From an optimization exercise on the open Yosys and OpenROAD flow, aimed at small area and a short achievable clock period; shortcuts taken in it are not production practice. RTL that was checked went through simulation tests only; none was proved equivalent to the original. The RTL of runs 5 and 6 was laid out without a check of its function. Power and IR drop assume default switching activity.

File: flow/design.v
`timescale 1ns/1ps
module pifo_queue (
  input  logic        clk,
  input  logic        rst,
  input  logic        push_valid,
  input  logic [15:0] push_prio,
  input  logic [3:0]  push_port,
  input  logic [31:0] push_data,
  input  logic        pop_valid,
  input  logic [3:0]  pop_port,
  output logic        pop_rsp_valid,
  output logic [15:0] pop_rsp_prio,
  output logic [3:0]  pop_rsp_port,
  output logic [31:0] pop_rsp_data,
  output logic        drop_valid,
  output logic [15:0] drop_prio,
  output logic [3:0]  drop_port,
  output logic [31:0] drop_data
);
  localparam int n  = 17;
  localparam int ew = 52;
  localparam int np = n * (n - 1) / 2;
  function automatic logic gt16(input logic [15:0] a, input logic [15:0] b);
    logic [15:0] g, l;
    g = a & ~b;
    l = ~a & b;
    for (int w = 1; w < 16; w = w * 2)
      for (int i = 0; i < 16; i = i + 2 * w) begin
        g[i] = g[i+w] | (!l[i+w] & g[i]);
        l[i] = l[i+w] | (!g[i+w] & l[i]);
      end
    gt16 = g[0];
  endfunction
  logic [n*ew-1:0] ent;
  logic [n-1:0]    vld;
  logic [np-1:0]   ahd;
  logic [n*n-1:0]  ahead;
  logic [ew-1:0] push_entry;
  assign push_entry = {push_prio, push_port, push_data};
  logic [n-1:0]  match, head, last, gt, free1, wr, sel, kill, vset;
  logic          pop_hit, full, new_last, drop;
  logic [ew-1:0] out_nxt, out_q;
  always_comb begin
    int p;
    ahead = '0;
    p = 0;
    for (int i = 0; i < n; i++)
      for (int j = i + 1; j < n; j++) begin
        ahead[i*n+j] = ahd[p];
        ahead[j*n+i] = !ahd[p];
        p++;
      end
    for (int k = 0; k < n; k++) begin
      match[k] = pop_valid && vld[k] && (ent[k*ew+32 +: 4] == pop_port);
      gt[k]    = gt16(ent[k*ew+36 +: 16], push_prio);
    end
    for (int k = 0; k < n; k++) begin
      head[k] = match[k];
      last[k] = vld[k];
      for (int j = 0; j < n; j++) begin
        if (j != k) begin
          if (match[j] && ahead[j*n+k]) head[k] = 1'b0;
          if (vld[j] && ahead[k*n+j])   last[k] = 1'b0;
        end
      end
    end
    free1    = ~vld & (vld + 17'd1);
    full     = &(vld | free1);
    pop_hit  = |match;
    new_last = ~|(vld & gt);
    drop     = push_valid && full && !pop_hit;
    wr       = free1 & {n{push_valid}};
    kill     = head | (last & {n{drop && !new_last}});
    vset     = wr & {n{!(drop && new_last)}};
    sel = pop_hit ? head : last;
    out_nxt = '0;
    for (int k = 0; k < n; k++)
      out_nxt = out_nxt | (ent[k*ew +: ew] & {ew{sel[k]}});
    if (!pop_hit && new_last)
      out_nxt = push_entry;
  end
  always_ff @(posedge clk) begin
    for (int k = 0; k < n; k++)
      if (wr[k]) ent[k*ew +: ew] <= push_entry;
  end
  always_ff @(posedge clk) begin
    int p;
    p = 0;
    for (int i = 0; i < n; i++)
      for (int j = i + 1; j < n; j++) begin
        if (wr[i])
          ahd[p] <= gt[j];
        else if (wr[j])
          ahd[p] <= !gt[i];
        p++;
      end
  end
  always_ff @(posedge clk) begin
    if (rst) begin
      vld           <= '0;
      pop_rsp_valid <= 1'b0;
      drop_valid    <= 1'b0;
    end else begin
      vld           <= (vld & ~kill) | vset;
      pop_rsp_valid <= pop_hit;
      drop_valid    <= drop;
    end
  end
  always_ff @(posedge clk) begin
    out_q <= out_nxt;
  end
  assign {pop_rsp_prio, pop_rsp_port, pop_rsp_data} = out_q;
  assign {drop_prio, drop_port, drop_data}          = out_q;
endmodule
File: flow/run.sh
#!/bin/bash
# synth_recipe.tcl (not shown) runs the flow's synth.tcl, then flattens the netlist and writes it again
# the make line also repeats each setting of config.mk as NAME=value (left out here)
make -C /OpenROAD-flow-scripts/flow DESIGN_CONFIG=/design/flow/config.mk WORK_HOME=/design/flow/orfs CLKGATE_MAP_FILE= SYNTH_SCRIPT=/design/flow/synth_recipe.tcl finish
File: flow/config.mk
export PLATFORM = sky130hd
export DESIGN_NAME = pifo_queue
export DESIGN_NICKNAME = pifo_queue
export VERILOG_FILES = /design/flow/design.v
export SDC_FILE = /design/flow/constraint.sdc
export NUM_CORES = 4
export LEC_CHECK = 0
export ABC_CLOCK_PERIOD_IN_PS = 4000
export CAP_MARGIN = 20
export CORE_MARGIN = 2
export CORE_UTILIZATION = 40
export SETUP_SLACK_MARGIN = 5
export SLEW_MARGIN = 20
File: flow/constraint.sdc
create_clock -name core_clock -period 10.0 [get_ports {clk}]
set_input_delay 2.0000 -clock core_clock [delete_from_list [all_inputs] [get_ports {clk}]]
set_output_delay 2.0000 -clock core_clock [all_outputs]
set_load 0.01 [all_outputs]
==> metrics.cfg, run 1 <==
[timing]
fin_crit_sh_pct = 50.5
drv_slew = 0
worst_slew_pin_slew_ns = 1.24
fmax_mhz = 198
skew_ns = 0.103
timing.final.hold_violations = 0
min_period_ns = 5.05
finalSetupTns_ns = 0
setup_viol = 0
slew_headroom_pct = 17.3
rsz0062_at_grt = true
setup_ws_ns = 4.95

[routing]
detail_route.first_pass.iterations = 9
via_per_inst = 7.10
first_iter_violations = 7648
drc_errors = 0
routed_wl_um = 251000
vias = 43000
top_layer = met5
wl_per_cell_um = 41.4
met3WireLength_um = 35000
ant_nets = 0
drt-met1-wl_um = 89300
wl_met2_um = 107000

[setup_path]
crit_end = out_q[50]$_DFF_P_
rr_endpoint = vld[13]$_SDFF_PP0_
cp_slowest_stage_delay_ns = 0.79
crit_chain = dlygate4sd2_1 > bufbuf_16 > xnor2_1 > nand3_2 > or2_1 > buf_6 > o22ai_2 > nor4_4 > a32o_4 > a22o_1 > a221o_1 > nor3_1 > a41oi_1
r2r_cells = 9
cp_data_required_time_ns = 10.61
cp_num_buf_inv = 3
crit_family = compound AO/OA/AOI/OAI gates
crit_fanout = 15
crit_slowest_cell = nor4_4
crit_type = primary input to register
worstReg2RegStart = vld[1]$_SDFF_PP0_
worstSetupStartpointType = primary input
startpoint = pop_port[3]
crit_cells = 13
crit_path_end_kind = register
arrival_ns = 5.66
r2r_slack_ns = 4.96

[logic_synthesis]
synth.ff_latch_count = 1091
synth_flop_cell = edfxtp_1
synth_edf_count = 1020
yosysSeqAreaShare_pct = 62.7
yosysWarnings = 1
synth.avg_cell_area_um2 = 12.7
netlist_instances = 4018
netlist_area_mm2 = 0.0511
ys_types = 99
async_flop_share_pct = 0
synthesis.nets = 4078

[power]
ir_worst_vdd_mv = 0.173
power.density_mw_per_mm2 = 167
power_uw = 10300
p_leak_uw = 0.0206

[placement]
io_buffer_count = 165
place.gp.congestion = 1.02
post-place-ws_ns = 2.45
dp_cells = 5625
hpwl_um = 139000

[final_layout]
regArea_mm2 = 0.0321
fin_cells = 6056
nets = 4342
multi_input_area_mm2 = 0.0181
postLayoutCoreUtil_pct = 48.6
syn_to_final_growth_pct = 20.9
drive_above_1_share_pct = 16.6
fill_cells = 11100

[floorplan]
start_util_pct = 40.2
core_mm2 = 0.127
pin_count = 166
rows = 131
die-area_mm2 = 0.131
die_h_um = 361
die_x_um = 361

[clock_network]
root_buffer = clkbuf_16
cts_buffer_depth = 3
cts_hold_buf = 0
cts_tree = yes
htree_levels = 3
clk_latency_ns = 0.79
clock-sinks = 1091
numCtsBuffers = 112
cts.reportedPaths.clkPinSlew_ns = 0.06

[global_route]
overflow = 0
grt_max_degree = 56
grt_util_all_layers_pct = 36.5
grt_pass1_wl_um = 331000
grt_pass1_vias = 39300
antenna_found_initial = 17

[hold_path]
hold_depth = 2
min_path_type = register to register

[outcome]
status = finished clean

[run]
cap_violations = 0

==> layer usage <==
metal	global-route usage (%)	vias to the layer above
met5	0	-
met1	47.5	21500
met2	53.7	3867
met3	10.1	913
li1	-	16800
met4	23.3	18
==> what timing repair did <==
action | in CTS | in global routing
pin swaps | 61 | 30
gates cloned | 38 | 18
setup endpoints to repair | 153 | 101
gates resized for setup | 206 | 113
setup buffers | 122 | 27
==> Yosys cell counts (all sizes together) (93+ instances only) <==
| master | instances | share of area (%) |
|---|---|---|
| edfxtp | 1020 | 60 |
| nand2 | 306 | 2.3 |
| a22oi | 305 | 4.5 |
| buf | 179 | 2.1 |
| clkbuf | 176 | 1.3 |
| o22ai | 176 | 2.2 |
| maj3 | 130 | 2.6 |
| inv | 113 | 0.83 |
| o21ai | 113 | 1.1 |
| nor2 | 97 | 0.71 |
| nor2b | 94 | 1.2 |
| nand2b | 93 | 1.1 |
==> per-stage QoR <==
step	hold slack, ns	area [um^2]
6_report	0.469	61800
5_1_grt	0.512	61700
4_1_cts	0.470	60600
3_5_place_dp	0.462	54400
3_3_place_gp	0.459	54300
2_1_floorplan	0.533	51100
==> flip-flops by register name, summed over array words and instances (netlist names) <==
name	cells
drop_valid	1
pop_rsp_valid	1
out_q	52
ahd	136
vld	17
ent	884
==> worst reg2reg max path, delay by kind of cell (launching register included) <==
kind                   cells  cell delay, ns
AO/OA/AOI/OAI              2            0.45
buffers and inverters      2            1.28
AND/OR/NAND/NOR            5            2.33
flip-flops                 1            0.87
==> kinds of logic (layout without fill, tap and decap cells) <==
| logic type | count (synthesis) | in the layout | share of synthesized area [%] |
|---|---|---|---|
| other cells | 0 | 12 | 0 |
| xor+xnor | 68 | 68 | 1.18 |
| buf+inv | 479 | 808 | 4.34 |
| fa+ha+maj | 130 | 130 | 2.57 |
| flops | 1091 | 1091 | 62.7 |
| mux | 1 | 1 | 0.0220 |
| simple gates | 1013 | 1038 | 10.8 |
| compound gates | 1236 | 1246 | 18.3 |
==> placed cells by master, fill, tap and decap left out, drive strengths merged, types with 37 or more instances in the layout <==
cell type and instances:
inv 112, clkdlybuf4s50 150, clkbuf 160, a22oi 305, nand3 59, nor2 98, nor4 62, or2 39
a21oi 75, a222oi 71, a221oi 69, xnor2 43, nand2b 93, maj3 130, nor2b 94, a22o 67
nand2 306, buf 289, clkinv 66, dfxtp 71, o22ai 176, nand4 64, o21ai 113, nor3 52
edfxtp 1020, and4 37, and3 39
==> worst min-delay path by stage <==
stage                             startpoint                 end  slack, ns
final                     vld[10]$_SDFF_PP0_  vld[10]$_SDFF_PP0_       0.47
after global routing       vld[8]$_SDFF_PP0_   vld[8]$_SDFF_PP0_       0.51
after CTS                 vld[10]$_SDFF_PP0_  vld[10]$_SDFF_PP0_       0.47
after detailed placement  vld[10]$_SDFF_PP0_  vld[10]$_SDFF_PP0_       0.46
after global placement     vld[8]$_SDFF_PP0_   vld[8]$_SDFF_PP0_       0.46
after floorplan           ent[317]$_DFFE_PP_    out_q[5]$_DFF_P_       0.53
==> report_power, final <==
group / internal [uW] / switching, uW / total, uW
clock: 2290 / 1900 / 4190
combinational: 401 / 545 / 946
sequential: 5070 / 97.3 / 5160
==> area by class of cell <==
class | count | share of cell area, %
diodes | 12 | 0.0486
clock buffers | 148 | 4.85
clock inverters | 66 | 1.04
inverters | 124 | 0.887
multi-input cells | 2483 | 29.4
flip-flops and latches | 1091 | 51.9
well taps | 1662 | 3.37
repair buffers | 469 | 8.52
repair inverters | 1 | 0.0122
==> run 2: changes to the inputs <==
==> flow/flow/run.sh (new file) <==
#!/bin/bash
set -euo pipefail
bash standard.sh SETUP_SLACK_MARGIN=6 "BUFFER_PORTS_ARGS=-buffer_cell sky130_fd_sc_hd__buf_2" finish > standard_flow.log 2>&1
==> flow/standard.sh (new file) <==
#!/bin/bash
# synth_recipe.tcl (not shown) runs the flow's synth.tcl, then flattens the netlist and writes it again
# the make line also repeats each setting of config.mk as NAME=value (left out here)
make -C /OpenROAD-flow-scripts/flow DESIGN_CONFIG=/design/flow/config.mk WORK_HOME=/design/flow/orfs CLKGATE_MAP_FILE= SYNTH_SCRIPT=/design/flow/synth_recipe.tcl "${@:-finish}"
--- a/flow/config.mk
+++ b/flow/config.mk
@@ -5,9 +5,8 @@
 export SDC_FILE = /design/flow/constraint.sdc
 export NUM_CORES = 4
 export LEC_CHECK = 0
-export ABC_CLOCK_PERIOD_IN_PS = 4000
 export CAP_MARGIN = 20
 export CORE_MARGIN = 2
 export CORE_UTILIZATION = 40
-export SETUP_SLACK_MARGIN = 5
+export CTS_BUF_LIST = sky130_fd_sc_hd__clkbuf_4
 export SLEW_MARGIN = 20
removed: flow/run.sh
==> metrics.cfg, run 2 <==
[final_layout]
top_register = ent  ; unchanged
fin_cells = 6384  ; was 6056
nets = 4553  ; was 4342
final_area_mm2 = 0.0622  ; was 0.0618 mm^2
fill_cells = 11300  ; was 11100
syn_to_final_growth_pct = 21.7  ; was 20.9%
largest_register_ffs = 884  ; unchanged
final_common_cell = edfxtp_1  ; unchanged
final_cell_mix = edfxtp_1, clkbuf_4, a22oi_1  ; was edfxtp_1, a22oi_1, nand2_1
drive_above_1_share_pct = 28.9  ; was 16.6%
largest_registers = ent: 884 flops, ahd: 136 flops, out_q: 52 flops  ; unchanged

[logic_synthesis]
synth.most_common_cell = edfxtp_1  ; unchanged
async_flop_share_pct = 0  ; unchanged
ys_types = 99  ; unchanged
synth_flop_cell = edfxtp_1  ; unchanged
synthTopCellsByCount = edfxtp_1, nand2_1, a22oi_1  ; unchanged
yosysSeqAreaShare_pct = 62.7  ; unchanged
synth_top_area_share_pct = 60.0  ; unchanged
synth_edf_count = 1020  ; unchanged
synth_area_leaders = edfxtp_1, a22oi_1, dfxtp_1  ; unchanged
netlist_instances = 4018  ; unchanged
synthesis.nets = 4078  ; unchanged
yosysWarnings = 1  ; unchanged
synth.avg_cell_area_um2 = 12.7  ; unchanged
synth_top_area_cell = edfxtp_1  ; unchanged
netlist_area_mm2 = 0.0511  ; unchanged
synth.ff_latch_count = 1091  ; unchanged

[clock_network]
numCtsBuffers = 308  ; was 112
htree_levels = 5  ; was 3
cts.reportedPaths.clkPinSlew_ns = 0.08  ; was 0.06 ns
cts_tree = yes  ; unchanged
clk_latency_ns = 1.35  ; was 0.79 ns
clock-sinks = 1091  ; unchanged
root_buffer = clkbuf_4  ; was clkbuf_16
cts_buffer_depth = 4  ; was 3

[floorplan]
start_util_pct = 40.2  ; unchanged
core_mm2 = 0.127  ; unchanged
die_h_um = 361  ; unchanged
rows = 131  ; unchanged
die_x_um = 361  ; unchanged
die-area_mm2 = 0.131  ; unchanged
pin_count = 166  ; unchanged

[routing]
vias = 44500  ; was 43000
ant_nets = 0  ; unchanged
wl_per_cell_um = 38.5  ; was 41.4 um
first_iter_violations = 8171  ; was 7648
routed_wl_um = 246000  ; was 251000 um
drc_errors = 0  ; unchanged
via_per_inst = 6.96  ; was 7.10
detail_route.first_pass.iterations = 9  ; unchanged

[timing]
timing.final.hold_violations = 0  ; unchanged
worst_slew_pin_slew_ns = 1.27  ; was 1.24 ns
min_period_ns = 4.12  ; was 5.05 ns
slew_headroom_pct = 14.8  ; was 17.3%
drv_slew = 0  ; unchanged
finalSetupTns_ns = 0  ; unchanged
skew_ns = 0.136  ; was 0.103 ns
fmax_mhz = 243  ; was 198 MHz
rsz0062_at_grt = true  ; unchanged
setup_viol = 0  ; unchanged
fin_crit_sh_pct = 41.2  ; was 50.5%

[placement]
hpwl_um = 137000  ; was 139000 um
io_buffer_count = 165  ; unchanged
placed_area_mm2 = 0.0538  ; was 0.0544 mm^2
dp_cells = 5591  ; was 5625
place.gp.congestion = 1.05  ; was 1.02

[setup_path]
arrival_ns = 5.29  ; was 5.66 ns
crit_fanout = 20  ; was 15
cp_slowest_stage_delay_ns = 0.56  ; was 0.79 ns
cp_data_required_time_ns = 11.18  ; was 10.61 ns
worstSetupStartpointType = register  ; was primary input
crit_path_end_kind = register  ; unchanged
crit_chain = buf_4 > inv_1 > buf_4 > o22ai_1 > or4_1 > nor4_1 > and2_1 > and2_1 > or2_4 > buf_4 > buf_12 > a22oi_1 > and4_1 > a41oi_1  ; was dlygate4sd2_1 > bufbuf_16 > xnor2_1 > nand3_2 > or2_1 > buf_6 > o22ai_2 > nor4_4 > a32o_4 > a22o_1 > a221o_1 > nor3_1 > a41oi_1
crit_slowest_cell = or4_1  ; was nor4_4
cpMostUsedCell = buf_4
crit_type = register to register  ; was primary input to register

[global_route]
grt_util_all_layers_pct = 35.7  ; was 36.5%
grt_pass1_vias = 41000  ; was 39300
grt_max_degree = 49  ; was 56
antenna_found_initial = 23  ; was 17
overflow = 0  ; unchanged
grt_pass1_wl_um = 326000  ; was 331000 um

[power]
p_leak_uw = 0.0213  ; was 0.0206 uW
power.density_mw_per_mm2 = 164  ; was 167 mW/mm^2
ir_worst_vdd_mv = 0.138  ; was 0.173 mV

[outcome]
status = finished clean  ; unchanged

[hold_path]
min_path_type = register to register  ; unchanged

[run]
cap_violations = 0  ; unchanged

-- run 2: cell counts after synthesis --
No cell type changed its count.
-- run 2: cell families after synthesis --
logic type / synth area share, %
XOR/XNOR: 1.18
AND/OR/NAND/NOR: 10.8
AO/OA/AOI/OAI: 18.3
flip-flops: 62.7
buffers and inverters: 4.34
adder cells (fa/ha/maj): 2.57
multiplexers: 0.0220
-- run 2: worst max-delay path: cells and delay by family, from the launching register on --
| kind | cells | cell delay, ns |
|---|---|---|
| compound gates | 3 | 0.44 |
| simple gates | 6 | 2.08 |
| buf+inv | 5 | 1.06 |
| flops | 1 | 0.31 |
-- run 2: area by class of cell --
type / count / area [um^2] / share of cell area [%]
inverters: 124 / 631 / 1.01
repair inverters: 6 / 40.0 / 0.0644
repair buffers: 497 / 4880 / 7.85
diodes: 20 / 50.0 / 0.0805
clock buffers: 475 / 3570 / 5.73
well taps: 1662 / 2080 / 3.34
clock inverters: 44 / 225 / 0.362
multi-input cells: 2465 / 18600 / 30.0
flip-flops and latches: 1091 / 32100 / 51.6
-- run 2: what timing repair did --
| item | CTS | global route |
|---|---|---|
| pin swaps | 35 | 68 |
| gates resized for setup | 242 | 191 |
| cloned | 28 | 22 |
| hold buffers | 0 | 0 |
| buffers inserted | 114 | 90 |
| setup endpoints to repair | 424 | 140 |
-- run 2: layer usage --
| layer | up-vias | wire [um] | share of wire [%] | GRT usage [%] |
|---|---|---|---|---|
| met5 | - | 134 | 0.054 | 0 |
| met4 | 20 | 17600 | 7.1 | 21.7 |
| met3 | 984 | 35200 | 14 | 11.8 |
| met2 | 4111 | 105000 | 43 | 52.3 |
| met1 | 22000 | 88500 | 36 | 45.9 |
| li1 | 17400 | - | - | - |
-- run 2: worst paths after layout --
check	start	to	slack, ns	depth (start not counted)
setup / recovery	vld[1]$_SDFF_PP0_	out_q[42]$_DFF_P_	5.88	14
hold / removal	vld[7]$_SDFF_PP0_	vld[7]$_SDFF_PP0_	0.48	2
setup reg to reg	vld[1]$_SDFF_PP0_	out_q[42]$_DFF_P_	5.88	14
hold reg to reg	vld[7]$_SDFF_PP0_	vld[7]$_SDFF_PP0_	0.48	2
-- run 2: stage by stage --
step	hold WS, ns	utilization, %	power, uW	setup slack (ns)
after global routing	0.510	48.9	10500	5.93
after CTS	0.478	47.1	10100	5.84
final	0.479	48.9	10200	5.88
after floorplan	0.527	-	5670	5.22
after detailed placement	0.468	42.3	5960	2.64
after global placement	0.463	42.3	5950	2.73
-- run 2: power by group --
part	leakage, uW	internal [uW]	switching, uW
clock	0.00231	2190	1920
sequential	0.00975	5070	98.0
combinational	0.00928	357	574
total	0.0213	7610	2590
==> run 3: changes to the inputs <==
--- a/flow/config.mk
+++ b/flow/config.mk
@@ -9,4 +9,5 @@
 export CORE_MARGIN = 2
 export CORE_UTILIZATION = 40
 export CTS_BUF_LIST = sky130_fd_sc_hd__clkbuf_4
+export PLACE_DENSITY = 0.75
 export SLEW_MARGIN = 20
==> metrics.cfg, run 3 <==
[outcome]
status = finished clean  ; unchanged

[routing]
routed_wl_um = 243000  ; was 246000 um
detail_route.first_pass.iterations = 7  ; was 9
drc_errors = 0  ; unchanged
ant_nets = 0  ; unchanged
first_iter_violations = 8353  ; was 8171
via_per_inst = 7.03  ; was 6.96
wl_per_cell_um = 38.3  ; was 38.5 um
vias = 44600  ; was 44500

[logic_synthesis]
ys_types = 99  ; unchanged
synth-simple-area-share_pct = 10.8  ; unchanged
yosysWarnings = 1  ; unchanged
synthAdderAreaFrac_pct = 2.57  ; unchanged
synth.most_common_cell = edfxtp_1  ; unchanged
synth_top_area_share_pct = 60.0  ; unchanged
synth_top_area_cell = edfxtp_1  ; unchanged
netlist_area_mm2 = 0.0511  ; unchanged
async_flop_share_pct = 0  ; unchanged
synthMuxAreaShare_pct = 0.0220  ; unchanged
synth_area_leaders = edfxtp_1, a22oi_1, dfxtp_1  ; unchanged
synth_compound_area_share_pct = 18.3  ; unchanged
synth_flop_cell = edfxtp_1  ; unchanged
synth.ff_latch_count = 1091  ; unchanged
synth_edf_count = 1020  ; unchanged
yosys.area_share.xor_xnor_pct = 1.18  ; unchanged
netlist_instances = 4018  ; unchanged
yosysSeqAreaShare_pct = 62.7  ; unchanged
synth_top_family_by_area = compound AO/OA/AOI/OAI gates  ; unchanged
synthTopCellsByCount = edfxtp_1, nand2_1, a22oi_1  ; unchanged
synth.avg_cell_area_um2 = 12.7  ; unchanged
synthesis.nets = 4078  ; unchanged

[placement]
io_buffer_count = 165  ; unchanged
hpwl_um = 138000  ; was 137000 um
place.gp.congestion = 1.06  ; was 1.05

[clock_network]
cts.reportedPaths.clkPinSlew_ns = 0.06  ; was 0.08 ns
root_buffer = clkbuf_4  ; unchanged
htree_levels = 5  ; unchanged
cts_tree = yes  ; unchanged
cts_buffer_depth = 4  ; unchanged
numCtsBuffers = 299  ; was 308
clk_latency_ns = 1.35  ; about the same
clock-sinks = 1091  ; unchanged
cts_hold_buf = 0  ; unchanged

[final_layout]
final_cell_mix = edfxtp_1, clkbuf_4, a22oi_1  ; unchanged
nets = 4515  ; was 4553
multi_input_area_mm2 = 0.0186  ; about the same
drive_above_1_share_pct = 27.4  ; was 28.9%
syn_to_final_growth_pct = 20.3  ; was 21.7%
largest_registers = ent: 884 flops, ahd: 136 flops, out_q: 52 flops  ; unchanged
regArea_mm2 = 0.0321  ; about the same
largest_register_ffs = 884  ; unchanged
fill_cells = 11000  ; was 11300
top_register = ent  ; unchanged
final_common_cell = edfxtp_1  ; unchanged

[timing]
drv_slew = 0  ; unchanged
skew_ns = 0.140  ; was 0.136 ns
fmax_mhz = 237  ; was 243 MHz
setup_viol = 0  ; unchanged
worst_slew_pin_slew_ns = 1.30  ; was 1.27 ns
fin_crit_sh_pct = 42.2  ; was 41.2%
fin_hold_ws_ns = 0.534  ; was 0.479 ns
timing.final.hold_violations = 0  ; unchanged
slew_headroom_pct = 12.8  ; was 14.8%
rsz0062_at_grt = true  ; unchanged
min_period_ns = 4.22  ; was 4.12 ns
finalSetupTns_ns = 0  ; unchanged

[run]
cap_violations = 0  ; unchanged

[hold_path]
min_from = ent[63]$_DFFE_PP_  ; was vld[7]$_SDFF_PP0_
min_path_type = register to register  ; unchanged
worst_hold_path.endpoint = out_q[11]$_DFF_P_  ; was vld[7]$_SDFF_PP0_
hold_depth = 2  ; unchanged

[power]
ir_worst_vdd_mv = 0.149  ; was 0.138 mV
power.density_mw_per_mm2 = 164  ; about the same
p_leak_uw = 0.0209  ; was 0.0213 uW

[setup_path]
r2r_cells = 11  ; was 14
cpMostUsedCell = buf_4  ; unchanged
rr_endpoint = out_q[46]$_DFF_P_  ; was out_q[42]$_DFF_P_
cp_slowest_stage_delay_ns = 0.73  ; was 0.56 ns
crit_fanout = 13  ; was 20
arrival_ns = 5.41  ; was 5.29 ns
crit_slowest_cell = o211a_1  ; was or4_1
crit_type = register to register  ; unchanged
worstSetupStartpointType = register  ; unchanged
cp_data_required_time_ns = 11.20  ; was 11.18 ns
crit_chain = inv_1 > buf_4 > o21ai_0 > a221o_1 > nor4_1 > o211a_1 > a2bb2o_4 > buf_4 > a22oi_1 > and4_1 > a31oi_1  ; was buf_4 > inv_1 > buf_4 > o22ai_1 > or4_1 > nor4_1 > and2_1 > and2_1 > or2_4 > buf_4 > buf_12 > a22oi_1 > and4_1 > a41oi_1
worstReg2RegStart = vld[4]$_SDFF_PP0_  ; was vld[1]$_SDFF_PP0_
crit_path_end_kind = register  ; unchanged
r2r_slack_ns = 5.78  ; was 5.88 ns

[global_route]
antenna_found_initial = 23  ; unchanged
grt_util_all_layers_pct = 35.2  ; was 35.7%
overflow = 0  ; unchanged
grt_pass1_wl_um = 323000  ; was 326000 um
grt_max_degree = 56  ; was 49
grt_pass1_vias = 41600  ; was 41000

[floorplan]
start_util_pct = 40.2  ; unchanged
die_h_um = 361  ; unchanged
die_x_um = 361  ; unchanged
rows = 131  ; unchanged
pin_count = 166  ; unchanged
die-area_mm2 = 0.131  ; unchanged
core_mm2 = 0.127  ; unchanged

==> run 3: changes by cell type in the layout (fill, tap and decap cells not counted), moves of 8 or more <==
cell	change
clkbuf_4	-25
buf_4	-10
clkinv_1	+9
nor2_1	+8
or4_1	+8
or4_4	-8
==> run 3: critical path, delay by kind of cell (launching register included) <==
| kind | cells | cell delay [ns] |
|---|---|---|
| AND/OR/NAND/NOR | 2 | 0.94 |
| flip-flops | 1 | 0.50 |
| buffers and inverters | 3 | 0.80 |
| AO/OA/AOI/OAI | 6 | 1.83 |
==> run 3: worst max path at each step <==
stage	start	endpoint
floorplan	pop_port[1]	out_q[26]$_DFF_P_
global placement	push_prio[2]	out_q[26]$_DFF_P_
detailed placement	push_prio[2]	out_q[26]$_DFF_P_
CTS	pop_port[2]	out_q[49]$_DFF_P_
global route	pop_port[0]	out_q[45]$_DFF_P_
finish	vld[4]$_SDFF_PP0_	out_q[46]$_DFF_P_
==> run 3: cells by family (layout without fill, tap and decap cells) <==
| group | Yosys count | count (layout) |
|---|---|---|
| simple gates | 1013 | 1022 |
| other cells | 0 | 21 |
| fa+ha+maj | 130 | 130 |
| buf+inv | 479 | 1100 |
| compound gates | 1236 | 1242 |
| xor+xnor | 68 | 68 |
| flops | 1091 | 1091 |
| mux | 1 | 1 |
==> run 3: what timing repair did <==
item | CTS | global route
setup endpoints to repair | 383 | 104
setup buffers | 122 | 71
pin swaps | 55 | 64
gates resized for setup | 200 | 166
gates cloned | 23 | 14
==> run 3: cell type report <==
cell class	instances	share of cell area (%)
Timing Repair inverter	4	0.0448
Antenna cell	21	0.0855
Inverter	124	0.995
Sequential cell	1091	52.2
Tap cell	1662	3.38
Timing Repair Buffer	472	7.20
Multi-Input combinational cell	2463	30.2
Clock inverter	51	0.456
Clock buffer	449	5.48
==> run 3: per-stage QoR <==
stage | setup slack, ns | cells | util (%) | area (um^2) | total power, uW
global route | 5.93 | 6323 | 48.3 | 61400 | 10300
detailed placement | 2.36 | 5585 | 42.3 | 53700 | 5950
finish | 5.78 | 6337 | 48.3 | 61500 | 10100
floorplan | 5.22 | 4018 | - | 52400 | 5670
CTS | 5.91 | 6230 | 46.9 | 59600 | 9970
global placement | 2.36 | 5585 | 42.3 | 53700 | 5940
==> run 3: power breakdown <==
part	total, uW	switching (uW)	internal, uW
logic	861	554	307
registers	5170	99.5	5070
clock network	4030	1920	2110
==> run 3: metal layers <==
metal / global-route usage, % / vias up / wire length, um
met1: 44.1 / 21600 / 82300
met5: 0 / - / 236
met3: 12.2 / 1216 / 38000
met2: 51.5 / 4515 / 102000
li1: - / 17300 / -
met4: 23.6 / 28 / 20400
==> run 4: changes to the inputs <==
==> flow/flow/run.sh (replaced) <==
#!/bin/bash
set -euo pipefail
bash standard.sh SETUP_SLACK_MARGIN=5.75 "BUFFER_PORTS_ARGS=-buffer_cell sky130_fd_sc_hd__buf_2" finish > standard_flow.log 2>&1
--- a/flow/config.mk
+++ b/flow/config.mk
@@ -9,5 +9,4 @@
 export CORE_MARGIN = 2
 export CORE_UTILIZATION = 40
 export CTS_BUF_LIST = sky130_fd_sc_hd__clkbuf_4
-export PLACE_DENSITY = 0.75
 export SLEW_MARGIN = 20
==> metrics.cfg, run 4 <==
[outcome]
status = finished clean  ; unchanged

[final_layout]
drive_above_1_share_pct = 24.0  ; was 27.4%
final_cell_mix = edfxtp_1, clkbuf_4, a22oi_1  ; unchanged
final_common_cell = edfxtp_1  ; unchanged
largest_register_ffs = 884  ; unchanged
top_register = ent  ; unchanged
nets = 4415  ; was 4515
fill_cells = 11500  ; was 11000
largest_registers = ent: 884 flops, ahd: 136 flops, out_q: 52 flops  ; unchanged
syn_to_final_growth_pct = 16.1  ; was 20.3%

[logic_synthesis]
synth_edf_count = 1020  ; unchanged
synthTopCellsByCount = edfxtp_1, nand2_1, a22oi_1  ; unchanged
synth_top_area_cell = edfxtp_1  ; unchanged
netlist_area_mm2 = 0.0511  ; unchanged
synth_top_family_by_area = compound AO/OA/AOI/OAI gates  ; unchanged
synthMuxAreaShare_pct = 0.0220  ; unchanged
yosysSeqAreaShare_pct = 62.7  ; unchanged
ys_types = 99  ; unchanged
synthAdderAreaFrac_pct = 2.57  ; unchanged
yosysWarnings = 1  ; unchanged
synth_top_area_share_pct = 60.0  ; unchanged
synth.avg_cell_area_um2 = 12.7  ; unchanged
synth_flop_cell = edfxtp_1  ; unchanged
yosys.area_share.xor_xnor_pct = 1.18  ; unchanged
synth.most_common_cell = edfxtp_1  ; unchanged
synth.ff_latch_count = 1091  ; unchanged
synthesis.nets = 4078  ; unchanged
async_flop_share_pct = 0  ; unchanged
synth_area_leaders = edfxtp_1, a22oi_1, dfxtp_1  ; unchanged
synth-simple-area-share_pct = 10.8  ; unchanged
netlist_instances = 4018  ; unchanged
synth_compound_area_share_pct = 18.3  ; unchanged

[setup_path]
crit_type = primary input to register  ; was register to register
worstSetupStartpointType = primary input  ; was register
arrival_ns = 5.44  ; was 5.41 ns
crit_path_end_kind = register  ; unchanged
crit_fanout = 29  ; was 13
cp_data_required_time_ns = 11.12  ; was 11.20 ns

[global_route]
overflow = 0  ; unchanged
antenna_found_initial = 25  ; was 23
grt_max_degree = 56  ; unchanged
grt_pass1_wl_um = 324000  ; was 323000 um
grt_pass1_vias = 40100  ; was 41600
grt_util_all_layers_pct = 35.4  ; was 35.2%

[timing]
fin_hold_ws_ns = 0.472  ; was 0.534 ns
rsz0062_at_grt = true  ; unchanged
fin_crit_sh_pct = 43.2  ; was 42.2%
setup_viol = 0  ; unchanged
skew_ns = 0.180  ; was 0.140 ns
min_period_ns = 4.32  ; was 4.22 ns
timing.final.hold_violations = 0  ; unchanged
slew_headroom_pct = 15.5  ; was 12.8%
drv_slew = 0  ; unchanged
worst_slew_pin_slew_ns = 1.26  ; was 1.30 ns
fmax_mhz = 232  ; was 237 MHz
finalSetupTns_ns = 0  ; unchanged

[clock_network]
htree_levels = 5  ; unchanged
cts.reportedPaths.clkPinSlew_ns = 0.07  ; was 0.06 ns
cts_buffer_depth = 4  ; unchanged
cts_hold_buf = 0  ; unchanged
clk_latency_ns = 1.37  ; was 1.35 ns
cts_tree = yes  ; unchanged
numCtsBuffers = 307  ; was 299
root_buffer = clkbuf_4  ; unchanged
clock-sinks = 1091  ; unchanged

[routing]
wl_per_cell_um = 38.1  ; was 38.3 um
vias = 42900  ; was 44600
detail_route.first_pass.iterations = 9  ; was 7
first_iter_violations = 7323  ; was 8353
ant_nets = 0  ; unchanged
routed_wl_um = 238000  ; was 243000 um
via_per_inst = 6.87  ; was 7.03
drc_errors = 0  ; unchanged

[floorplan]
die_h_um = 361  ; unchanged
core_mm2 = 0.127  ; unchanged
die-area_mm2 = 0.131  ; unchanged
rows = 131  ; unchanged
pin_count = 166  ; unchanged
start_util_pct = 40.2  ; unchanged
die_x_um = 361  ; unchanged

[placement]
hpwl_um = 140000  ; was 138000 um
place.gp.congestion = 1.06  ; about the same
io_buffer_count = 165  ; unchanged

[run]
cap_violations = 0  ; unchanged

[power]
power.density_mw_per_mm2 = 170  ; was 164 mW/mm^2
ir_worst_vdd_mv = 0.136  ; was 0.149 mV
p_leak_uw = 0.0201  ; was 0.0209 uW

[hold_path]
min_path_type = register to register  ; unchanged

[run 4: logic make-up (layout without fill, tap and decap cells)]
kind of cell,Yosys count,count (layout)
simple gates,1013,1026
xor+xnor,68,68
compound gates,1236,1241
buf+inv,479,1006
mux,1,1
other cells,0,18
flops,1091,1091
fa+ha+maj,130,130
[run 4: worst max-delay path, cell delays in order]
cell and delay [ns]:
buf_6 0.17, xnor2_1 0.31, and3_1 0.32, nand3_1 0.43
a2111oi_4 0.67, a32o_4 0.44, buf_8 0.33, a22o_1 0.19
a221oi_1 0.04, and4_1 0.24, a31oi_1 0.18
[run 4: final timing paths]
check	from	to	slack (ns)	cells past startpoint
setup / recovery	pop_port[3]	out_q[49]$_DFF_P_	5.68	11
hold / removal	vld[8]$_SDFF_PP0_	vld[8]$_SDFF_PP0_	0.47	2
setup reg to reg	vld[7]$_SDFF_PP0_	out_q[49]$_DFF_P_	5.76	12
hold reg to reg	vld[8]$_SDFF_PP0_	vld[8]$_SDFF_PP0_	0.47	2
[run 4: stage by stage]
stage / util, % / cells / setup WS, ns / power (uW) / instance area, um^2
3_5_place_dp: 42.1 / 5589 / 2.70 / 5960 / 53600
5_1_grt: 46.6 / 6235 / 5.77 / 10400 / 59300
4_1_cts: 46.2 / 6191 / 5.75 / 10000 / 58800
2_1_floorplan: - / 4018 / 5.22 / 5650 / 52000
3_3_place_gp: 42.1 / 5588 / 2.77 / 5950 / 53600
6_report: 46.6 / 6243 / 5.68 / 10100 / 59300
[run 4: repair_timing]
action                                  4_1_cts  5_1_grt
pin swaps                                    38       22
gates resized for setup                     155       58
endpoints found under the setup margin      290       96
cloned                                       18        4
buffers inserted                             67       30
[run 4: layer usage]
metal  up-vias  share of wire [%]  track usage [%]
met5         -              0.065                0
met4        26                6.4             19.7
met3       852                 13             10.5
met2      3657                 44             52.9
met1     21300                 37             46.1
li1      17100                  -                -
[run 4: layout make-up]
cell class	instances	area, um^2	share of cell area, %
Sequential cell	1091	32100	54.0
Tap cell	1662	2080	3.51
Clock inverter	56	307	0.517
Multi-Input combinational cell	2466	18000	30.3
Timing Repair Buffer	363	2780	4.68
Clock buffer	461	3460	5.84
Antenna cell	18	45.0	0.0760
Timing Repair inverter	2	15.0	0.0253
Inverter	124	587	0.989
[run 4: power breakdown]
| part | switching (uW) | leakage, uW | internal, uW | total (uW) |
|---|---|---|---|---|
| clock network | 1930 | 0.00227 | 2170 | 4100 |
| registers | 98.8 | 0.00975 | 5060 | 5160 |
| logic | 533 | 0.00808 | 264 | 798 |
| total | 2560 | 0.0201 | 7490 | 10100 |
==> run 5: changes to the inputs <==
--- a/flow/design.v
+++ b/flow/design.v
@@ -17,28 +17,17 @@
   output logic [3:0]  drop_port,
   output logic [31:0] drop_data
 );
-  localparam int n  = 17;
+  localparam int n  = 16;
   localparam int ew = 52;
-  localparam int np = n * (n - 1) / 2;
-  function automatic logic gt16(input logic [15:0] a, input logic [15:0] b);
-    logic [15:0] g, l;
-    g = a & ~b;
-    l = ~a & b;
-    for (int w = 1; w < 16; w = w * 2)
-      for (int i = 0; i < 16; i = i + 2 * w) begin
-        g[i] = g[i+w] | (!l[i+w] & g[i]);
-        l[i] = l[i+w] | (!g[i+w] & l[i]);
-      end
-    gt16 = g[0];
-  endfunction
   logic [n*ew-1:0] ent;
   logic [n-1:0]    vld;
+  localparam int np = n * (n - 1) / 2;
   logic [np-1:0]   ahd;
   logic [n*n-1:0]  ahead;
   logic [ew-1:0] push_entry;
   assign push_entry = {push_prio, push_port, push_data};
-  logic [n-1:0]  match, head, last, gt, free1, wr, sel, kill, vset;
-  logic          pop_hit, full, new_last, drop;
+  logic [n-1:0] match, head, last, gt, free1, wr, sel;
+  logic         pop_hit, full, new_last, do_drop;
   logic [ew-1:0] out_nxt, out_q;
   always_comb begin
     int p;
@@ -52,7 +41,7 @@
       end
     for (int k = 0; k < n; k++) begin
       match[k] = pop_valid && vld[k] && (ent[k*ew+32 +: 4] == pop_port);
-      gt[k]    = gt16(ent[k*ew+36 +: 16], push_prio);
+      gt[k]    = ent[k*ew+36 +: 16] > push_prio;
     end
     for (int k = 0; k < n; k++) begin
       head[k] = match[k];
@@ -64,14 +53,21 @@
         end
       end
     end
-    free1    = ~vld & (vld + 17'd1);
-    full     = &(vld | free1);
+    free1 = ~vld & (vld + 16'd1);
     pop_hit  = |match;
+    full     = &vld;
     new_last = ~|(vld & gt);
-    drop     = push_valid && full && !pop_hit;
-    wr       = free1 & {n{push_valid}};
-    kill     = head | (last & {n{drop && !new_last}});
-    vset     = wr & {n{!(drop && new_last)}};
+    do_drop  = push_valid && full && !pop_hit;
+    if (!push_valid)
+      wr = '0;
+    else if (!full)
+      wr = free1;
+    else if (pop_hit)
+      wr = head;
+    else if (!new_last)
+      wr = last;
+    else
+      wr = '0;
     sel = pop_hit ? head : last;
     out_nxt = '0;
     for (int k = 0; k < n; k++)
@@ -101,9 +97,9 @@
       pop_rsp_valid <= 1'b0;
       drop_valid    <= 1'b0;
     end else begin
-      vld           <= (vld & ~kill) | vset;
+      vld           <= (vld & ~head) | wr;
       pop_rsp_valid <= pop_hit;
-      drop_valid    <= drop;
+      drop_valid    <= do_drop;
     end
   end
   always_ff @(posedge clk) begin
==> flow/run.sh (new file) <==
#!/bin/bash
# synth_recipe.tcl (not shown) runs the flow's synth.tcl, then flattens the netlist and writes it again
# the make line also repeats each setting of config.mk as NAME=value (left out here)
make -C /OpenROAD-flow-scripts/flow DESIGN_CONFIG=/design/flow/config.mk WORK_HOME=/design/flow/orfs CLKGATE_MAP_FILE= SYNTH_SCRIPT=/design/flow/synth_recipe.tcl finish
--- a/flow/config.mk
+++ b/flow/config.mk
@@ -8,5 +8,4 @@
 export CAP_MARGIN = 20
 export CORE_MARGIN = 2
 export CORE_UTILIZATION = 40
-export CTS_BUF_LIST = sky130_fd_sc_hd__clkbuf_4
 export SLEW_MARGIN = 20
removed: flow/flow/run.sh
removed: flow/standard.sh
==> metrics.cfg, run 5 <==
[outcome]
status = finished clean  ; unchanged

[power]
combPwrFrac_pct = 7.8  ; was 7.9%
p_sw_uw = 2330  ; was 2560 uW
power.density_mw_per_mm2 = 166  ; was 170 mW/mm^2
power.share.switching_pct = 23.9  ; was 25.5%
ir_worst_vdd_mv = 0.150  ; was 0.136 mV
pwr-share-seq_pct = 49.3  ; was 51.3%
pwr-share-clk_pct = 42.9  ; was 40.7%
p_int_uw = 7420  ; was 7490 uW
p_leak_uw = 0.0200  ; was 0.0201 uW

[timing]
skew_ns = 0.0454  ; was 0.180 ns
rsz0062_at_grt = false  ; was true
fin_crit_sh_pct = 83.0  ; was 43.2%
setup_ws_ns = 1.70  ; was 5.68 ns
finalSetupTns_ns = 0  ; unchanged
timing.final.hold_violations = 0  ; unchanged
min_period_ns = 8.30  ; was 4.32 ns
fin_hold_ws_ns = 0.481  ; was 0.472 ns
worst_slew_pin_slew_ns = 1.28  ; was 1.26 ns
setup_viol = 0  ; unchanged
fmax_mhz = 120  ; was 232 MHz
slew_headroom_pct = 14.1  ; was 15.5%
drv_slew = 0  ; unchanged

[placement]
post-place-ws_ns = 1.24  ; was 2.70 ns
dp_cells = 5754  ; was 5589
io_buffer_count = 165  ; unchanged
hpwl_um = 173000  ; was 140000 um
placed_area_mm2 = 0.0549  ; was 0.0536 mm^2
place.gp.congestion = 1.04  ; was 1.06

[logic_synthesis]
synthesis.nets = 4371  ; was 4078
netlist_instances = 4055  ; was 4018
synth.avg_cell_area_um2 = 12.6  ; was 12.7 um^2
async_flop_share_pct = 0  ; unchanged
synthTopCellsByCount = edfxtp_1, nand2_1, ha_1  ; was edfxtp_1, nand2_1, a22oi_1
synth_edf_count = 952  ; was 1020
synth.most_common_cell = edfxtp_1  ; unchanged
synth_area_leaders = edfxtp_1, ha_1, a22oi_1  ; was edfxtp_1, a22oi_1, dfxtp_1
synth_flop_cell = edfxtp_1  ; unchanged
ys_types = 97  ; was 99
synth.ff_latch_count = 1022  ; was 1091
yosysWarnings = 1  ; unchanged
synth_top_area_share_pct = 56.0  ; was 60.0%
netlist_area_mm2 = 0.0511  ; about the same
yosysSeqAreaShare_pct = 58.7  ; was 62.7%
synth_top_area_cell = edfxtp_1  ; unchanged

[routing]
first_iter_violations = 8441  ; was 7323
routed_wl_um = 261000  ; was 238000 um
ant_nets = 0  ; unchanged
via_per_inst = 7.29  ; was 6.87
drc_errors = 0  ; unchanged
vias = 43500  ; was 42900
detail_route.first_pass.iterations = 9  ; unchanged
wl_per_cell_um = 43.7  ; was 38.1 um

[setup_path]
arrival_ns = 8.69  ; was 5.44 ns
crit_type = primary input to register  ; unchanged
crit_fanout = 31  ; was 29
rr_endpoint = ent[47]$_DFFE_PP_  ; was out_q[49]$_DFF_P_
r2r_cells = 13  ; was 12
crit_path_end_kind = register  ; unchanged
cpMostUsedCell = buf_4
worstReg2RegStart = ent[102]$_DFFE_PP_  ; was vld[7]$_SDFF_PP0_
cp_num_buf_inv = 5  ; was 2
crit_slowest_cell = nor4_1  ; was a2111oi_4
cp_data_required_time_ns = 10.39  ; was 11.12 ns
cp_slowest_stage_delay_ns = 0.91  ; was 0.67 ns
crit_family = buffers and inverters  ; was compound AO/OA/AOI/OAI gates
crit_chain = clkdlybuf4s50_1 > inv_1 > ha_1 > nand4_1 > nor4_1 > o21ai_0 > a41oi_1 > a22oi_1 > o211a_1 > nand3_4 > a32oi_4 > clkinv_2 > buf_4 > buf_4  ; was buf_6 > xnor2_1 > and3_1 > nand3_1 > a2111oi_4 > a32o_4 > buf_8 > a22o_1 > a221oi_1 > and4_1 > a31oi_1
worstSetupStartpointType = primary input  ; unchanged
r2r_slack_ns = 4.13  ; was 5.76 ns

[final_layout]
fill_cells = 11400  ; was 11500
final_area_mm2 = 0.0587  ; was 0.0593 mm^2
fin_cells = 5970  ; was 6243
regArea_mm2 = 0.0300  ; was 0.0321 mm^2
final_common_cell = edfxtp_1  ; unchanged
top_register = ent  ; unchanged
final_cell_mix = edfxtp_1, nand2_1, ha_1  ; was edfxtp_1, clkbuf_4, a22oi_1
largest_register_ffs = 832  ; was 884
nets = 4516  ; was 4415
multi_input_area_mm2 = 0.0192  ; was 0.0180 mm^2
syn_to_final_growth_pct = 14.9  ; was 16.1%
drive_above_1_share_pct = 11.0  ; was 24.0%
largest_registers = ent: 832 flops, ahd: 120 flops, out_q: 52 flops  ; was ent: 884 flops, ahd: 136 flops, out_q: 52 flops

[hold_path]
min_from = vld[12]$_SDFF_PP0_  ; was vld[8]$_SDFF_PP0_
hold_depth = 2  ; unchanged
min_path_type = register to register  ; unchanged
worst_hold_path.endpoint = vld[12]$_SDFF_PP0_  ; was vld[8]$_SDFF_PP0_

[global_route]
grt_util_all_layers_pct = 39.0  ; was 35.4%
grt_pass1_vias = 40100  ; about the same
grt.busiest_layer = met2  ; unchanged
met3_usage_pct = 12.2  ; was 10.5%
grt_pass1_wl_um = 349000  ; was 324000 um
met1_usage_pct = 50.9  ; was 46.1%
antenna_found_initial = 20  ; was 25
grt_max_degree = 54  ; was 56
overflow = 0  ; unchanged
use_met2_pct = 56.2  ; was 52.9%

[clock_network]
cts.reportedPaths.clkPinSlew_ns = 0.07  ; about the same
cts_hold_buf = 0  ; unchanged
numCtsBuffers = 105  ; was 307
cts_tree = yes  ; unchanged
cts_buffer_depth = 3  ; was 4
htree_levels = 3  ; was 5
root_buffer = clkbuf_16  ; was clkbuf_4
clock-sinks = 1022  ; was 1091
postCtsResizedCells = 0  ; was 155
cts_setup_buffers = 0  ; was 67
clk_latency_ns = 0.77  ; was 1.37 ns

[floorplan]
die_x_um = 361  ; about the same
pin_count = 166  ; unchanged
start_util_pct = 40.2  ; about the same
core_mm2 = 0.127  ; unchanged
rows = 131  ; unchanged
die-area_mm2 = 0.131  ; about the same
die_h_um = 361  ; about the same

[run]
cap_violations = 0  ; unchanged

-- run 5: cell count changes after synthesis, moves of 41 or more --
| cell | change |
|---|---|
| ha_1 | +256 |
| clkbuf_1 | -70 |
| a22o_1 | +65 |
| edfxtp_1 | -68 |
| nand2b_1 | -44 |
| maj3_1 | -120 |
| a22oi_1 | -100 |
| nand4_1 | +61 |
| a221oi_1 | +78 |
| and3_1 | +41 |
| nor2b_1 | -78 |
-- run 5: metal layers --
layer,vias up,part of all wire [%]
met5,-,0.026
met4,12,7.5
met3,956,14
met2,4106,41
met1,21600,37
li1,16900,-
-- run 5: cell type report --
class	instances	share of cell area (%)
diodes	16	0.0683
repair buffers	347	5.40
flip-flops and latches	1022	51.1
clock inverters	63	1.36
clock buffers	136	4.88
inverters	137	0.909
well taps	1662	3.55
multi-input cells	2587	32.7
-- run 5: power by group through the flow --
stage               clock [uW]  combinational (uW)  sequential (uW)
finish                    4190                 760             4810
CTS                       4200                 736             4800
floorplan                    0                 356             4870
global route              4360                 788             4810
detailed placement           0                 731             4890
global placement             0                 733             4890
-- run 5: worst max-delay path by stage --
stage                  startpoint            endpoint  cells past startpoint
floorplan            push_prio[7]  ent[572]$_DFFE_PP_                     13
global placement    push_prio[12]   ent[45]$_DFFE_PP_                     16
detailed placement  push_prio[12]   ent[47]$_DFFE_PP_                     16
CTS                 push_prio[12]   ent[45]$_DFFE_PP_                     16
global route        push_prio[11]  ent[411]$_DFFE_PP_                     14
finish              push_prio[12]  ent[411]$_DFFE_PP_                     14
-- run 5: through the flow --
step           utilization (%)  total power [uW]
4_1_cts                   46.1              9740
3_5_place_dp              43.2              5620
6_report                  46.1              9750
2_1_floorplan                -              5230
5_1_grt                   46.1              9950
3_3_place_gp              43.2              5630
-- run 5: worst register-to-register path: cells and delay by family, from the launching register on --
kind            cells  cell delay [ns]
flops               1             0.49
fa+ha+maj           1             0.38
simple gates        4             1.48
buf+inv             4             1.92
compound gates      4             1.24
-- run 5: kinds of logic (layout without fill, tap and decap cells) --
logic type               count (synthesis)  after routing  share of synthesized area (%)
flip-flops                            1022           1022                           58.7
other                                    0             16                              0
buffers and inverters                  446            683                           4.25
adder cells (fa/ha/maj)                256            256                           6.27
AO/OA/AOI/OAI                         1256           1256                           19.3
XOR/XNOR                                64             64                           1.10
AND/OR/NAND/NOR                       1011           1011                           10.4
==> run 6: changes to the inputs <==
--- a/flow/design.v
+++ b/flow/design.v
@@ -26,6 +26,25 @@
   logic [n*n-1:0]  ahead;
   logic [ew-1:0] push_entry;
   assign push_entry = {push_prio, push_port, push_data};
+  function automatic logic gt16(input logic [15:0] a, input logic [15:0] b);
+    logic [3:0] g_gt, g_eq;
+    logic       r_gt, r_eq;
+    for (int g = 0; g < 4; g++) begin
+      g_gt[g] = 1'b0;
+      g_eq[g] = 1'b1;
+      for (int i = 3; i >= 0; i--) begin
+        g_gt[g] = g_gt[g] | (g_eq[g] & a[4*g+i] & !b[4*g+i]);
+        g_eq[g] = g_eq[g] & (a[4*g+i] == b[4*g+i]);
+      end
+    end
+    r_gt = 1'b0;
+    r_eq = 1'b1;
+    for (int g = 3; g >= 0; g--) begin
+      r_gt = r_gt | (r_eq & g_gt[g]);
+      r_eq = r_eq & g_eq[g];
+    end
+    gt16 = r_gt;
+  endfunction
   logic [n-1:0] match, head, last, gt, free1, wr, sel;
   logic         pop_hit, full, new_last, do_drop;
   logic [ew-1:0] out_nxt, out_q;
@@ -41,7 +60,7 @@
       end
     for (int k = 0; k < n; k++) begin
       match[k] = pop_valid && vld[k] && (ent[k*ew+32 +: 4] == pop_port);
-      gt[k]    = ent[k*ew+36 +: 16] > push_prio;
+      gt[k]    = gt16(ent[k*ew+36 +: 16], push_prio);
     end
     for (int k = 0; k < n; k++) begin
       head[k] = match[k];
--- a/flow/config.mk
+++ b/flow/config.mk
@@ -5,7 +5,9 @@
 export SDC_FILE = /design/flow/constraint.sdc
 export NUM_CORES = 4
 export LEC_CHECK = 0
+export ABC_CLOCK_PERIOD_IN_PS = 4000
 export CAP_MARGIN = 20
 export CORE_MARGIN = 2
 export CORE_UTILIZATION = 40
+export SETUP_SLACK_MARGIN = 5
 export SLEW_MARGIN = 20
==> metrics.cfg, run 6 <==
[placement]
place.gp.congestion = 0.998  ; was 1.04
hpwl_um = 120000  ; was 173000 um
io_buffer_count = 165  ; unchanged

[setup_path]
crit_fanout = 17  ; was 31
cp_num_buf_inv = 10  ; was 5
crit_family = buffers and inverters  ; unchanged
cp_slowest_stage_delay_ns = 0.34  ; was 0.91 ns
crit_path_end_kind = register  ; unchanged
cpMostUsedCell = buf_4  ; unchanged
crit_slowest_cell = ha_1  ; was nor4_1
crit_chain = buf_12 > clkinvlp_4 > buf_6 > buf_4 > ha_1 > a21o_1 > a2bb2oi_1 > o2111ai_1 > a211o_1 > nor4_4 > buf_4 > buf_4 > a31oi_2 > o221ai_2 > clkinvlp_4 > buf_6 > buf_12 > clkbuf_16  ; was clkdlybuf4s50_1 > inv_1 > ha_1 > nand4_1 > nor4_1 > o21ai_0 > a41oi_1 > a22oi_1 > o211a_1 > nand3_4 > a32oi_4 > clkinv_2 > buf_4 > buf_4
cp_data_required_time_ns = 10.47  ; was 10.39 ns
r2r_slack_ns = 4.89  ; was 4.13 ns
arrival_ns = 5.63  ; was 8.69 ns
worstSetupStartpointType = primary input  ; unchanged
crit_type = primary input to register  ; unchanged

[final_layout]
fill_cells = 9712  ; was 11400
final_common_cell = edfxtp_1  ; unchanged
final_cell_mix = edfxtp_1, a22oi_1, nand2_1  ; was edfxtp_1, nand2_1, ha_1
syn_to_final_growth_pct = 27.5  ; was 14.9%
drive_above_1_share_pct = 20.6  ; was 11.0%
top_register = ent  ; unchanged
largest_registers = ent: 832 flops, ahd: 120 flops, out_q: 52 flops  ; unchanged
nets = 4150  ; was 4516
largest_register_ffs = 832  ; unchanged

[routing]
top_layer = met5  ; unchanged
drc_errors = 0  ; unchanged
ant_nets = 0  ; unchanged
met3WireLength_um = 30900  ; was 36600 um
routed_wl_um = 218000  ; was 261000 um
wl_per_cell_um = 38.4  ; was 43.7 um
detail_route.first_pass.iterations = 8  ; was 9
wl_met2_um = 92400  ; was 108000 um
via_per_inst = 7.00  ; was 7.29
drt-met1-wl_um = 78000  ; was 96500 um
first_iter_violations = 7009  ; was 8441
vias = 39700  ; was 43500

[logic_synthesis]
synth_top_area_share_pct = 60.0  ; was 56.0%
async_flop_share_pct = 0  ; unchanged
ys_types = 91  ; was 97
synthTopCellsByCount = edfxtp_1, nand2_1, a22oi_1  ; was edfxtp_1, nand2_1, ha_1
synth.avg_cell_area_um2 = 13.1  ; was 12.6 um^2
netlist_area_mm2 = 0.0476  ; was 0.0511 mm^2
synth_flop_cell = edfxtp_1  ; unchanged
synth_edf_count = 952  ; unchanged
synth_top_area_cell = edfxtp_1  ; unchanged
synth.most_common_cell = edfxtp_1  ; unchanged
synth.ff_latch_count = 1022  ; unchanged
synth_area_leaders = edfxtp_1, a22oi_1, dfxtp_1  ; was edfxtp_1, ha_1, a22oi_1
netlist_instances = 3630  ; was 4055
yosysSeqAreaShare_pct = 63.0  ; was 58.7%
yosysWarnings = 1  ; unchanged
synthesis.nets = 3754  ; was 4371

[clock_network]
clk_latency_ns = 0.75  ; was 0.77 ns
htree_levels = 3  ; unchanged
cts_hold_buf = 0  ; unchanged
root_buffer = clkbuf_16  ; unchanged
clock-sinks = 1022  ; unchanged
cts_buffer_depth = 3  ; unchanged
cts_tree = yes  ; unchanged
cts.reportedPaths.clkPinSlew_ns = 0.06  ; was 0.07 ns
numCtsBuffers = 106  ; was 105

[outcome]
status = finished clean  ; unchanged

[power]
power.density_mw_per_mm2 = 166  ; about the same
pwr-share-clk_pct = 42.0  ; was 42.9%
power.share.switching_pct = 24.3  ; was 23.9%
combPwrFrac_pct = 10.1  ; was 7.8%
p_leak_uw = 0.0202  ; was 0.0200 uW
p_sw_uw = 2440  ; was 2330 uW
p_int_uw = 7630  ; was 7420 uW
ir_worst_vdd_mv = 0.131  ; was 0.150 mV
pwr-share-seq_pct = 47.9  ; was 49.3%
power_uw = 10100  ; was 9750 uW

[floorplan]
rows = 126  ; was 131
pin_count = 166  ; unchanged
die-area_mm2 = 0.122  ; was 0.131 mm^2
start_util_pct = 40.3  ; was 40.2%
die_x_um = 349  ; was 361 um
core_mm2 = 0.118  ; was 0.127 mm^2
die_h_um = 349  ; was 361 um

[global_route]
antenna_found_initial = 9  ; was 20
overflow = 0  ; unchanged
grt_util_all_layers_pct = 33.3  ; was 39.0%
grt_max_degree = 61  ; was 54
grt_pass1_wl_um = 288000  ; was 349000 um
grt_pass1_vias = 36900  ; was 40100

[timing]
min_period_ns = 5.16  ; was 8.30 ns
skew_ns = 0.0493  ; was 0.0454 ns
setup_viol = 0  ; unchanged
rsz0062_at_grt = true  ; was false
drv_slew = 0  ; unchanged
slew_headroom_pct = 12.9  ; was 14.1%
fin_crit_sh_pct = 51.6  ; was 83.0%
timing.final.hold_violations = 0  ; unchanged
fmax_mhz = 194  ; was 120 MHz
finalSetupTns_ns = 0  ; unchanged
worst_slew_pin_slew_ns = 1.31  ; was 1.28 ns

[run]
cap_violations = 0  ; unchanged

[hold_path]
min_path_type = register to register  ; unchanged

run 6: cell count changes after synthesis, sizes merged, moves of 41 or more:
cell / before / now
a21boi: 8 / 100
a21oi: 112 / 57
a222oi: 54 / 0
ha: 256 / 64
inv: 136 / 95
maj3: 0 / 63
nand2: 332 / 231
nand4: 127 / 52
nor2b: 16 / 62
xnor2: 64 / 114
xor2: 0 / 58
run 6: worst paths after layout:
kind / start / to / cells past startpoint
setup / recovery: push_prio[15] / ent[735]$_DFFE_PP_ / 18
hold / removal: ent[21]$_DFFE_PP_ / out_q[21]$_DFF_P_ / 3
hold reg to reg: ent[21]$_DFFE_PP_ / out_q[21]$_DFF_P_ / 3
setup reg to reg: vld[2]$_SDFF_PP0_ / ent[182]$_DFFE_PP_ / 9
run 6: area by class of cell:
| type | count | area, um^2 | share of cell area [%] |
|---|---|---|---|
| timing repair buffer | 580 | 7320 | 12.0 |
| clock inverter | 50 | 674 | 1.11 |
| tap | 1536 | 1920 | 3.16 |
| clock buffer | 151 | 3010 | 4.96 |
| antenna | 8 | 20.0 | 0.0330 |
| sequential | 1022 | 30000 | 49.4 |
| multi-input combinational | 2217 | 17200 | 28.4 |
| inverter | 97 | 538 | 0.886 |
| timing repair inverter | 2 | 23.8 | 0.0391 |
run 6: per-stage QoR:
step	area [um^2]	util (%)	hold WS [ns]	worst slack, ns	cells
floorplan	48200	-	0.540	4.10	3630
global placement	51300	43.4	0.610	1.76	5169
detailed placement	51300	43.4	0.599	1.60	5169
CTS	58700	49.8	0.621	4.94	5564
global route	60700	51.4	0.659	4.84	5655
finish	60700	51.4	0.614	4.84	5663
run 6: routing by layer:
metal	up-vias	track usage, %
met2	3670	49.7
met3	919	9.73
met4	6	18.8
met5	-	0
li1	15500	-
met1	19600	43.4
run 6: tightest hold or removal path, stage by stage (launching register included):
cell and delay (ns):
edfxtp_1 0.32, a22oi_1 0.06, nand2_1 0.06, o41a_1 0.14
run 6: repair_timing:
item	4_1_cts	5_1_grt
gates resized for setup	392	173
setup buffers	158	54
setup endpoints to repair	1141	1079
pin swaps	54	46
cloned	36	37
run 6: kinds of logic after synthesis:
family | Yosys count | synth area share (%)
AOI/OAI and AO/OA | 1199 | 19.2
xor gates and xnor gates | 172 | 3.16
adders and majority gates | 127 | 3.01
buffers and inverters | 397 | 3.88
DFF | 1022 | 63.0
and+or+nand+nor | 713 | 7.74
run 6: power groups by stage:
stage               Clock, uW  Sequential, uW  Combinational (uW)
floorplan                   0            4900                 412
global placement            0            4910                 781
detailed placement          0            4910                 784
CTS                      4220            4820                 920
global route             4390            4830                1040
finish                   4230            4830                1010

[afterwards: timing with drivers on the ports]
How much do the figures lean on ideal ports? The routed layouts below were timed once more, with nothing changed but the port constraints.
Step 1 (the two cells are an assumption about what drives the block):
set clk [get_ports {clk}]
set_driving_cell -lib_cell sky130_fd_sc_hd__clkbuf_16 $clk
set_driving_cell -lib_cell sky130_fd_sc_hd__buf_2 [delete_from_list [all_inputs] $clk]
Step 2 times the ports against the registers' clock, not the clock port: input delays grow and output delays shrink by t, the midpoint of the rising clock arrivals with the driver on.
Slacks: ideal ports / drivers / drivers and shift; pairs: ideal ports / drivers.
run | t, ns | setup slack, ns | hold WS [ns]
run 1 | 0.825 | 4.946 / 4.964 / 4.185 | 0.469 / 0.469 / 0.469
run 2 | 1.358 | 5.883 / 5.803 / 4.445 | 0.479 / 0.479 / 0.479
run 3 | 1.356 | 5.785 / 5.785 / 4.446 | 0.534 / 0.534 / 0.534
run 4 | 1.347 | 5.681 / 5.721 / 4.374 | 0.472 / 0.472 / 0.472
run 5 | 0.822 | 1.700 / 1.753 / 0.931 | 0.481 / 0.481 / 0.481
run 6 | 0.799 | 4.837 / 4.820 / 4.021 | 0.614 / 0.614 / 0.614
After both steps setup and hold are still met in every run listed. For run 2, which loses most, drivers alone change the setup slack by -0.080 ns; drivers and shift together by -1.438 ns.
